What follows belongs to an exercise in optimizing a design on an open flow for small area, a short achievable clock period and few clock cycles; a production flow would make more cautious choices.
Only simulation tests tie the RTL to the original design; equivalence was not proved.

## flow/design.v (module list and top-level ports; edited modules follow where they fit)
// module nnt_sos: 1213 lines
// module nnt_add: 36 lines
// module nnt_lt: 35 lines
// module nnt_isqrt: 66 lines
// module nearest_neighbour_tour: 565 lines
module nearest_neighbour_tour #(
  parameter int MAX_CITIES = 64,
  parameter int P = 4,
  parameter int NSQ = 3
) (
  input  wire logic              clk,
  input  wire logic              rst_n,
  input  wire logic              in_valid,
  output logic                   in_stall,
  input  wire logic [49:0]       in_data,
  output logic                   out_valid,
  input  wire logic              out_stall,
  output logic [39:0]            out_data
);
  // ...
==> flow/flow/run.sh <==
#!/bin/bash
# The standard layout, with timing repair asked for extra setup slack so
# that the achieved period (clock period less setup slack) shrinks. The SDC,
# clock period and synthesis are the standard flow's own.
set -euo pipefail
bash standard.sh SETUP_SLACK_MARGIN=8 finish > standard_flow.log 2>&1
==> flow/standard.sh <==
#!/bin/bash
# synth_recipe.tcl (not shown) runs the flow's synth.tcl, then flattens the netlist and writes it again
# the make line also repeats each setting of config.mk as NAME=value (left out here)
make -C /OpenROAD-flow-scripts/flow DESIGN_CONFIG=/design/flow/config.mk WORK_HOME=/design/flow/orfs CLKGATE_MAP_FILE= SYNTH_SCRIPT=/design/flow/synth_recipe.tcl "${@:-finish}"
==> flow/config.mk <==
export PLATFORM = sky130hd
export DESIGN_NAME = nearest_neighbour_tour
export DESIGN_NICKNAME = nearest_neighbour_tour
export VERILOG_FILES = /design/flow/design.v
export SDC_FILE = /design/flow/constraint.sdc
export NUM_CORES = 4
export LEC_CHECK = 0
export CAP_MARGIN = 30
export CORE_MARGIN = 2
export CORE_UTILIZATION = 40
export PLACE_DENSITY = 0.6
export SLEW_MARGIN = 30
==> flow/constraint.sdc <==
create_clock -name core_clock -period 12.0 [get_ports {clk}]
set_input_delay 2.4000 -clock core_clock [delete_from_list [all_inputs] [get_ports {clk}]]
set_output_delay 2.4000 -clock core_clock [all_outputs]
set_load 0.01 [all_outputs]
==> results.cfg, run 1 <==
[final_layout]
multi_input_gates = 14000
sh_seq_area = 0.429
fin_util = 0.478
ff_latch_area_mm2 = 0.163
clock_area_frac = 0.0577
mostFrequentLayoutCells = edfxtp_1 (4,064), inv_1 (2,253), nand2_1 (2,066)
area_growth_syn_to_layout_pct = 19.0

[placed_design]
gp_congestion = 0.949
place_hpwl_um = 683000

[drt]
drt-total-wl_um = 1100000
met2_length_um = 493000
dr_wl_met3_um = 108000
drt-wirelength-per-cell_um = 30.2
top_layer_used = met5

[grt]
grtUsageTotal = 0.263
use_met1 = 0.338

[logic_synthesis]
synth_top_family_by_area = adder cells
syn_nets = 27600
synth_edf_count = 4064
ys_warn_count = 56
ys_top_cells_by_count = edfxtp_1 (4,064), inv_1 (2,656), fa_1 (2,224), nand2_1 (2,143), dfxtp_1 (2,031)
synth_simple_gate_area_frac = 0.0813
synthArstFlopShare = 0
ys.flop_type = edfxtp_1

[clocking]
cts_setup_buffers = 716
cts_buffer_depth = 4
cts_tree = yes
clock_latency_ps = 1200
clk_pin_slew_worst_paths_ps = 70
root_buffer = clkbuf_16

[worst_setup_path]
cpMaxStageDelayCell = fa_1
r2r-start = d_sy[3][3]$_DFF_P_
crit_cells = 12
rr_endpoint = t_r1[3][26]$_DFF_P_
cp-end-kind = flip-flop

[sta]
rsz0062_at_grt = yes
timing.slew.headroom = 0.170
hold_ws_ps = 273
finalSetupViolations = 0

[floorplanning]
core_mm2 = 0.797

[hold_path]
min_path_type = reg2reg

[run_status]
status = timing/DRC/antenna clean
Testbench counts, summed over its fixed seeds: cycles 15,164.
==> inputs of run 2 (changes only) <==
==> flow/flow/run.sh (replaced) <==
#!/bin/bash
# The standard layout, with timing repair asked for extra setup slack so
# that the achieved period (clock period less setup slack) shrinks. The SDC,
# clock period and synthesis are the standard flow's own.
set -euo pipefail
bash standard.sh SETUP_SLACK_MARGIN=7.5 finish > standard_flow.log 2>&1
==> results.cfg, run 2 <==
[final_layout]
drive_above_1_share = 0.156
largest_reg_flops = 3456
area_growth_syn_to_layout_pct = 14.8
num-nets-final = 28200
ff_latch_area_mm2 = 0.163
layout_commonest_cell = edfxtp_1
multiInputGateArea_mm2 = 0.145
nFillCells = 69800
mostFrequentLayoutCells = edfxtp_1 (4,064), inv_1 (2,613), nand2_1 (2,136)

[grt]
grt_antenna_before_repair = 122
grtUsageTotal = 0.244
grt_overflow = 0
grt_max_degree = 158
grt_pass1_wl_um = 1440000
grt_pass1_vias = 201000

[drt]
drt_iter0_markers = 22900
drc = 0
drt-wirelength-per-cell_um = 29.0
detail-route-antenna-nets = 0
firstDrtPassIters = 9
vias_per_cell = 5.60
vias = 201000
drt-total-wl_um = 1040000

[placed_design]
io_buffers = 95
gp_congestion = 0.952
place_hpwl_um = 671000

[logic_synthesis]
syn_nets = 27600
postSynthAreaPerCell_um2 = 13.4
ys_top_cells_by_count = edfxtp_1 (4,064), inv_1 (2,656), fa_1 (2,224), nand2_1 (2,143), dfxtp_1 (2,031)
synthArstFlopShare = 0
ys_warn_count = 56
ys_seq_area_frac = 0.509
synth_area_mm2 = 0.320
ys.flop_type = edfxtp_1
yosysMostFrequentCell = edfxtp_1
synthCells = 23800
yosys.area.top_type = edfxtp_1
ys_seq_elements = 6095
synth_top_area_frac = 0.382
synth_edf_count = 4064
synth_cell_types = 110
synth_area_leaders = edfxtp_1 (38%), fa_1 (14%), dfxtp_1 (13%), mux4_2 (7.9%), ha_1 (5.8%)

[clocking]
cts_tree = yes
numCtsBuffers = 631
cts.sinks = 6095
h-tree-depth = 6
clk_pin_slew_worst_paths_ps = 60
root_buffer = clkbuf_16
clock_latency_ps = 1150
cts_buffer_depth = 4

[floorplanning]
fp.dieW_um = 898
rows = 328
core_mm2 = 0.797
start_util = 0.401
dieArea_mm2 = 0.806
ios = 96
die-height_um = 898

[sta]
fin_crit_sh = 0.377
hold_viol_final = 0
slew_viol_final = 0
fin_skew_ps = 98.3
worstMarginPinSlew_ps = 1160
rsz0062_at_grt = yes
finalSetupTns_ps = 0
fmax_mhz = 221
timing.slew.headroom = 0.227
finalSetupViolations = 0
period_needed_ps = 4520

[flow_run]
max_cap_viol_count = 0

[worst_setup_path]
path_max_fanout = 14
crit_top_cell = fa_2
critPathRequiredTime_ps = 12990
path_cells = buf_12, and2_4, fa_1, inv_2, fa_2, inv_2, fa_2, inv_2, fa_2, fa_2, fa_1, inv_1, fa_1
worstPathArrival_ps = 5510
cpMaxStageDelayCell = fa_2
worstSetupPathType = reg2reg
cp-end-kind = flip-flop
critPathLaunchType = flip-flop
critical_path.max_stage_delay_ps = 560

[hold_path]
min_path_type = reg2reg

[run_status]
status = timing/DRC/antenna clean
run 2: cell families (layout without fill, tap and decap cells):
family                     Yosys count  after routing  share of synthesized area
DFF                               6095           6095                      0.509
and+or+nand+nor                   5353           5355                     0.0813
buffers and inverters             3726           4857                     0.0440
adders and majority gates         3708           3708                      0.197
AOI/OAI and AO/OA                 2711           2717                     0.0566
muxes                             1445           1445                     0.0899
xor gates and xnor gates           804            804                     0.0221
other                                0            247                          0
run 2: final timing paths:
check                                         start                   to  slack, ps  cells past startpoint
worst max-delay path            d_sy[0][18]$_DFF_P_  t_r1[0][25]$_DFF_P_       7480                     13
worst min-delay path             t_e[0][24]$_DFF_P_   u_e[0][24]$_DFF_P_        290                      0
worst max register to register  d_sy[0][18]$_DFF_P_  t_r1[0][25]$_DFF_P_       7480                     13
worst min register to register   t_e[0][24]$_DFF_P_   u_e[0][24]$_DFF_P_        290                      0
run 2: routing by layer:
metal	GRT usage	vias to the layer above	share of wire
met3	0.0428	2072	0.094
met4	0.122	30	0.066
met2	0.387	9726	0.45
met5	0	-	0.00020
li1	-	84700	-
met1	0.324	104000	0.39
run 2: stage by stage:
step | area (um2) | cells | hold WS (ps) | utilization | setup slack (ps)
after global placement | 335000 | 33900 | 310 | 0.420 | 5540
final | 367000 | 35800 | 289 | 0.461 | 7480
after floorplan | 320000 | 23800 | 310 | - | 6950
after detailed placement | 336000 | 34000 | 312 | 0.421 | 5480
after global routing | 367000 | 35700 | 302 | 0.460 | 7400
after CTS | 361000 | 35300 | 284 | 0.453 | 7460
run 2: area by class of cell:
| type | count | share of cell area |
|---|---|---|
| Sequential cell | 6095 | 0.445 |
| Tap cell | 10600 | 0.0360 |
| Timing Repair Buffer | 1027 | 0.0361 |
| Multi-Input combinational cell | 14000 | 0.396 |
| Clock inverter | 309 | 0.0107 |
| Antenna cell | 247 | 0.00168 |
| Clock buffer | 864 | 0.0479 |
| Inverter | 2657 | 0.0272 |
run 2: repair_timing:
item,CTS,global route
endpoints found under the setup margin,557,473
buffers inserted,81,181
gates cloned,44,86
hold buffers,0,0
pin swaps,46,179
gates resized for setup,553,570
run 2: worst max-delay path, delay by kind of cell (launching register included):
kind	cells	cell delay [ps]
and+or+nand+nor	1	230
buffers and inverters	5	350
adders and majority gates	7	3360
DFF	1	350
==> inputs of run 3 (changes only) <==
--- a/flow/config.mk
+++ b/flow/config.mk
@@ -8,5 +8,7 @@
 export CAP_MARGIN = 30
 export CORE_MARGIN = 2
 export CORE_UTILIZATION = 40
+export CTS_CLUSTER_DIAMETER = 100
+export CTS_CLUSTER_SIZE = 20
 export PLACE_DENSITY = 0.6
 export SLEW_MARGIN = 30
==> results.cfg, run 3 <==
[run_status]
status = timing/DRC/antenna clean

[worst_setup_path]
critical_path.max_stage_delay_ps = 540
timing.critical_path.to = t_r1[3][26]$_DFF_P_
worstSetupPathType = reg2reg
critPathLaunchType = flip-flop
reg2reg_depth = 14
crit_top_cell = fa_1
worstPathArrival_ps = 5420
rr_endpoint = t_r1[3][26]$_DFF_P_
path_cells = buf_12, clkbuf_16, and2_4, fa_1, inv_1, fa_1, inv_1, fa_1, inv_1, fa_1, fa_2, fa_1, inv_1, fa_1
cp-end-kind = flip-flop
cp-startpoint = d_sx[3][23]$_DFF_P_
critPathRequiredTime_ps = 12930
r2r-start = d_sx[3][23]$_DFF_P_
worstPathBufferInverterCount = 6
reg2reg_slack_ps = 7500
cpLargestDelayFamily = adder cells
cpMaxStageDelayCell = fa_2
crit_cells = 14
path_max_fanout = 6

[grt]
grtUsageTotal = 0.243
grt-busiest-layer = met2
gr-usage-met2 = 0.389
grt_antenna_before_repair = 111
use_met1 = 0.323
grt_max_degree = 158
grt_pass1_wl_um = 1430000
grt_overflow = 0
grt_pass1_vias = 198000
met3_usage = 0.0397

[logic_synthesis]
ys_seq_elements = 6095
synth_cell_types = 110
synth_fa_ha_area_frac = 0.197
ys.flop_type = edfxtp_1
ys_top_cells_by_count = edfxtp_1 (4,064), inv_1 (2,656), fa_1 (2,224), nand2_1 (2,143), dfxtp_1 (2,031)
ys_seq_area_frac = 0.509
syn_nets = 27600
yosys.area.top_type = edfxtp_1
yosysMostFrequentCell = edfxtp_1
synth_top_area_frac = 0.382
synth_edf_count = 4064
synthCells = 23800
synthArstFlopShare = 0
ys_warn_count = 56
synth_top_family_by_area = adder cells
synth_compound_area_frac = 0.0566
synth_area_mm2 = 0.320
synth_xor_area_frac = 0.0221
synth_area_leaders = edfxtp_1 (38%), fa_1 (14%), dfxtp_1 (13%), mux4_2 (7.9%), ha_1 (5.8%)
muxShareOfSynthArea = 0.0899
synth_simple_gate_area_frac = 0.0813
postSynthAreaPerCell_um2 = 13.4

[floorplanning]
fp.dieW_um = 898
start_util = 0.401
die-height_um = 898
ios = 96
core_mm2 = 0.797
rows = 328
dieArea_mm2 = 0.806

[final_layout]
layout_commonest_cell = edfxtp_1
multiInputGateArea_mm2 = 0.145
area_growth_syn_to_layout_pct = 11.7
stdcell_count = 35300
num-nets-final = 28000
largest_reg_flops = 3456
drive_above_1_share = 0.141
mostFrequentLayoutCells = edfxtp_1 (4,064), inv_1 (2,597), nand2_1 (2,137)
ff_latch_area_mm2 = 0.163
nFillCells = 70600

[hold_path]
min_path_type = reg2reg

[drt]
vias = 199000
drt-total-wl_um = 1030000
firstDrtPassIters = 14
drt-wirelength-per-cell_um = 29.2
vias_per_cell = 5.64
drt_iter0_markers = 22800
detail-route-antenna-nets = 0
drc = 0

[clocking]
clock_latency_ps = 1090
h-tree-depth = 5
root_buffer = clkbuf_16
clk_pin_slew_worst_paths_ps = 90
cts_hold_buf = 0
numCtsBuffers = 362
cts_buffer_depth = 4
cts.sinks = 6095
cts_tree = yes

[sta]
period_needed_ps = 4500
worstMarginPinSlew_ps = 1150
finalSetupTns_ps = 0
fin_skew_ps = 84.1
finalSetupViolations = 0
fin_ws_ps = 7500
hold_viol_final = 0
slew_viol_final = 0
fmax_mhz = 222
fin_crit_sh = 0.375
timing.slew.headroom = 0.231
rsz0062_at_grt = yes

[placed_design]
io_buffers = 95
gp_congestion = 0.952
place_hpwl_um = 671000
place_worst_setup_slack_ps = 5480
placedCellCount = 34000

[flow_run]
max_cap_viol_count = 0
==> run 3: cell types whose count changed in the layout (fill, tap and decap cells not counted), sizes merged, moves of 5 or more <==
cell,change
clkinv,-183
clkbuf,-269
buf,+38
bufbuf,+8
diode,-35
clkinvlp,-24
bufinv,-43
inv,+5
==> run 3: per-layer routing <==
metal	wire length, um	share of wire
met1	404000	0.39
met2	471000	0.46
met3	91000	0.088
met4	65200	0.063
met5	170	0.00016
==> run 3: timing repair <==
action                     in CTS  in global routing
pin swaps                      56                198
setup endpoints to repair     554                445
gates resized for setup       601                587
cloned                         50                 88
hold endpoints to repair        0                  0
setup buffers                 108                193
==> run 3: worst min-delay path by stage <==
| stage | start | cells past startpoint | endpoint | slack, ps |
|---|---|---|---|---|
| after global placement | d_e[0][13]$_DFF_P_ | 0 | t_e[0][13]$_DFF_P_ | 310 |
| final | d_e[1][26]$_DFF_P_ | 0 | t_e[1][26]$_DFF_P_ | 310 |
| after global routing | t_e[1][32]$_DFF_P_ | 0 | u_e[1][32]$_DFF_P_ | 300 |
| after detailed placement | p1_first$_DFF_P_ | 0 | p2_first$_DFF_P_ | 310 |
| after floorplan | rd_close$_SDFF_PP0_ | 0 | p1_close$_DFF_P_ | 310 |
| after CTS | t_e[1][32]$_DFF_P_ | 0 | u_e[1][32]$_DFF_P_ | 290 |
==> run 3: kinds of logic (layout without fill, tap and decap cells) <==
| family | after synthesis | count (layout) |
|---|---|---|
| multiplexers | 1445 | 1445 |
| other | 0 | 212 |
| AND/OR/NAND/NOR | 5353 | 5355 |
| buffers and inverters | 3726 | 4389 |
| AO/OA/AOI/OAI | 2711 | 2717 |
| flip-flops | 6095 | 6095 |
| XOR/XNOR | 804 | 804 |
| adder cells (fa/ha/maj) | 3708 | 3708 |
==> run 3: final cells by class <==
| cell class | instances | share of cell area |
|---|---|---|
| timing repair buffer | 1073 | 0.0388 |
| inverter | 2657 | 0.0280 |
| multi-input combinational | 14000 | 0.407 |
| antenna | 212 | 0.00148 |
| clock inverter | 64 | 0.00278 |
| sequential | 6095 | 0.457 |
| tap | 10600 | 0.0370 |
| clock buffer | 595 | 0.0283 |
==> run 3: worst reg2reg max path: stages, from the launching register on <==
cell and delay (ps):
dfxtp_4 370, buf_12 130, clkbuf_16 170, and2_4 150
fa_1 530, inv_1 50, fa_1 470, inv_1 50
fa_1 490, inv_1 60, fa_1 440, fa_2 540
fa_1 400, inv_1 90, fa_1 430
==> run 3: through the flow <==
stage	utilization	cell area, um2	hold WS [ps]
2_1_floorplan	-	320000	310
6_report	0.448	357000	309
4_1_cts	0.441	351000	295
5_1_grt	0.448	357000	303
3_5_place_dp	0.421	336000	312
3_3_place_gp	0.420	335000	310
==> inputs of run 4 (changes only) <==
--- a/flow/config.mk
+++ b/flow/config.mk
@@ -7,8 +7,6 @@
 export LEC_CHECK = 0
 export CAP_MARGIN = 30
 export CORE_MARGIN = 2
-export CORE_UTILIZATION = 40
-export CTS_CLUSTER_DIAMETER = 100
-export CTS_CLUSTER_SIZE = 20
-export PLACE_DENSITY = 0.6
+export CORE_UTILIZATION = 45
+export PLACE_DENSITY = 0.62
 export SLEW_MARGIN = 30
==> results.cfg, run 4 <==
[final_layout]
postLayoutCellArea_mm2 = 0.365
area_growth_syn_to_layout_pct = 14.3
num-nets-final = 28200
largest_reg_flops = 3456
drive_above_1_share = 0.158
mostFrequentLayoutCells = edfxtp_1 (4,064), inv_1 (2,601), nand2_1 (2,136)
stdcell_count = 34600
layout_commonest_cell = edfxtp_1

[drt]
vias_per_cell = 5.76
drc = 0
detail-route-antenna-nets = 0
drt_iter0_markers = 22700
drt-total-wl_um = 1020000
firstDrtPassIters = 10
drt-wirelength-per-cell_um = 29.4
vias = 199000

[placed_design]
io_buffers = 95
placedCellCount = 32900
place_hpwl_um = 657000
place_area_mm2 = 0.334
gp_congestion = 0.963

[logic_synthesis]
synthArstFlopShare = 0
ys_seq_elements = 6095
synthCells = 23800
postSynthAreaPerCell_um2 = 13.4
synth_area_mm2 = 0.320
ys_warn_count = 56
yosys.area.top_type = edfxtp_1
yosysMostFrequentCell = edfxtp_1
ys.flop_type = edfxtp_1
synth_top_area_frac = 0.382
synth_edf_count = 4064
ys_seq_area_frac = 0.509
ys_top_cells_by_count = edfxtp_1 (4,064), inv_1 (2,656), fa_1 (2,224), nand2_1 (2,143), dfxtp_1 (2,031)
synth_cell_types = 110
synth_area_leaders = edfxtp_1 (38%), fa_1 (14%), dfxtp_1 (13%), mux4_2 (7.9%), ha_1 (5.8%)
syn_nets = 27600

[hold_path]
min_path_type = reg2reg
min_from = d_e[2][37]$_DFF_P_

[grt]
grt_pass1_wl_um = 1420000
grt_max_degree = 107
grtUsageTotal = 0.273
grt_overflow = 0
grt_pass1_vias = 199000
grt_antenna_before_repair = 119

[sta]
fin_crit_sh = 0.389
slew_viol_final = 0
rsz0062_at_grt = yes
finalSetupViolations = 0
worstMarginPinSlew_ps = 1110
timing.slew.headroom = 0.257
finalSetupTns_ps = 0
fmax_mhz = 214
fin_skew_ps = 149
hold_ws_ps = 222
hold_viol_final = 0
period_needed_ps = 4670

[floorplanning]
fp.dieW_um = 847
start_util = 0.452
rows = 309
die-height_um = 847
ios = 96
dieArea_mm2 = 0.717
core_mm2 = 0.708

[worst_setup_path]
worstSetupPathType = reg2reg
path_max_fanout = 54
cp-end-kind = flip-flop
critPathLaunchType = flip-flop
worstPathArrival_ps = 5650
critPathRequiredTime_ps = 12970
cp-startpoint = u_dist[2][8]$_DFF_P_
r2r-start = u_dist[2][8]$_DFF_P_

[flow_run]
max_cap_viol_count = 0

[clocking]
cts_tree = yes
cts_buffer_depth = 4
numCtsBuffers = 625
h-tree-depth = 6
clk_pin_slew_worst_paths_ps = 60
clock_latency_ps = 1190
root_buffer = clkbuf_16
cts_hold_buf = 0
cts.sinks = 6095

[run_status]
status = timing/DRC/antenna clean
## run 4: cell counts after synthesis
Identical to the previous run, type by type.
## run 4: worst paths after layout
| check | depth (start not counted) | slack, ps | to |
|---|---|---|---|
| worst max-delay path | 13 | 7330 | b_e[1]$_DFFE_PP_ |
| worst min-delay path | 0 | 220 | t_e[2][37]$_DFF_P_ |
| worst max register to register | 13 | 7330 | b_e[1]$_DFFE_PP_ |
| worst min register to register | 0 | 220 | t_e[2][37]$_DFF_P_ |
## run 4: critical path, cell delays in order (launching register included)
cell and delay [ps]:
dfxtp_1 630, inv_1 140, ha_1 320, a21o_1 170, a21oi_2 300, o21ai_0 170
a221o_1 490, a221o_1 380, nor2_1 500, and4_4 550, buf_12 420, a22o_1 200
a221oi_1 60, nand2_1 110
## run 4: final cells by class
type | count | area [um2]
tap | 9485 | 11900
antenna | 185 | 463
clock buffer | 871 | 17800
inverter | 2657 | 9980
timing repair buffer | 1001 | 12900
fill | 59100 | 343000
multi-input combinational | 14000 | 146000
sequential | 6095 | 163000
clock inverter | 283 | 3500
## run 4: logic make-up (layout without fill, tap and decap cells)
| logic type | Yosys count | in the layout | synth area share |
|---|---|---|---|
| DFF | 6095 | 6095 | 0.509 |
| and+or+nand+nor | 5353 | 5356 | 0.0813 |
| buffers and inverters | 3726 | 4812 | 0.0440 |
| adders and majority gates | 3708 | 3708 | 0.197 |
| AOI/OAI and AO/OA | 2711 | 2713 | 0.0566 |
| muxes | 1445 | 1445 | 0.0899 |
| xor gates and xnor gates | 804 | 804 | 0.0221 |
| other | 0 | 185 | 0 |
## run 4: metrics by stage
step	setup slack (ps)	utilization
global route	7310	0.516
global placement	5370	0.471
finish	7330	0.516
detailed placement	5380	0.472
floorplan	6950	-
CTS	7490	0.509
## run 4: repair_timing
action	4_1_cts	5_1_grt
gates cloned	49	67
resized for setup	606	552
pin swaps	78	215
setup endpoints to repair	529	458
buffers inserted	117	141
## run 4: metal layers
metal	wire length [um]	up-vias	GRT usage	part of all wire
met2	463000	9667	0.430	0.46
met3	96800	2025	0.0535	0.095
met1	392000	103000	0.364	0.39
met4	64100	34	0.133	0.063
met5	237	-	0	0.00023
li1	-	84600	-	-

separate check: timing with driven ports:
How much do the figures lean on ideal ports? The routed layouts below were timed once more, with nothing changed but the port constraints. Step 1 sets driving cells, clkbuf_16 on the clock port and buf_2 on the other inputs (assumed; they add their load-dependent delay and slew). Step 2 adds t to the input delays and takes it off the output delays; t is the mean of the earliest and latest rising clock arrival at the registers after step 1. Input paths then give back, and output paths get back, about the clock's delay inside the block. Slacks: no drivers / after step 1 / after step 2; pairs: no drivers / after step 1.
run | t, ns | slack for setup (ns) | worst setup path at the end
run 1 | 1.292 | 7.502 / 7.502 / 6.989 | input to register
run 2 | 1.263 | 7.475 / 7.434 / 6.889 | input to register
run 3 | 1.199 | 7.505 / 7.467 / 6.928 | input to register
run 4 | 1.258 | 7.329 / 7.329 / 6.467 | input to register
After both steps setup and hold are still met in every run listed. The setup slack of run 4, which loses most, moves by 0.000 ns with the drivers and by -0.862 ns with both steps.
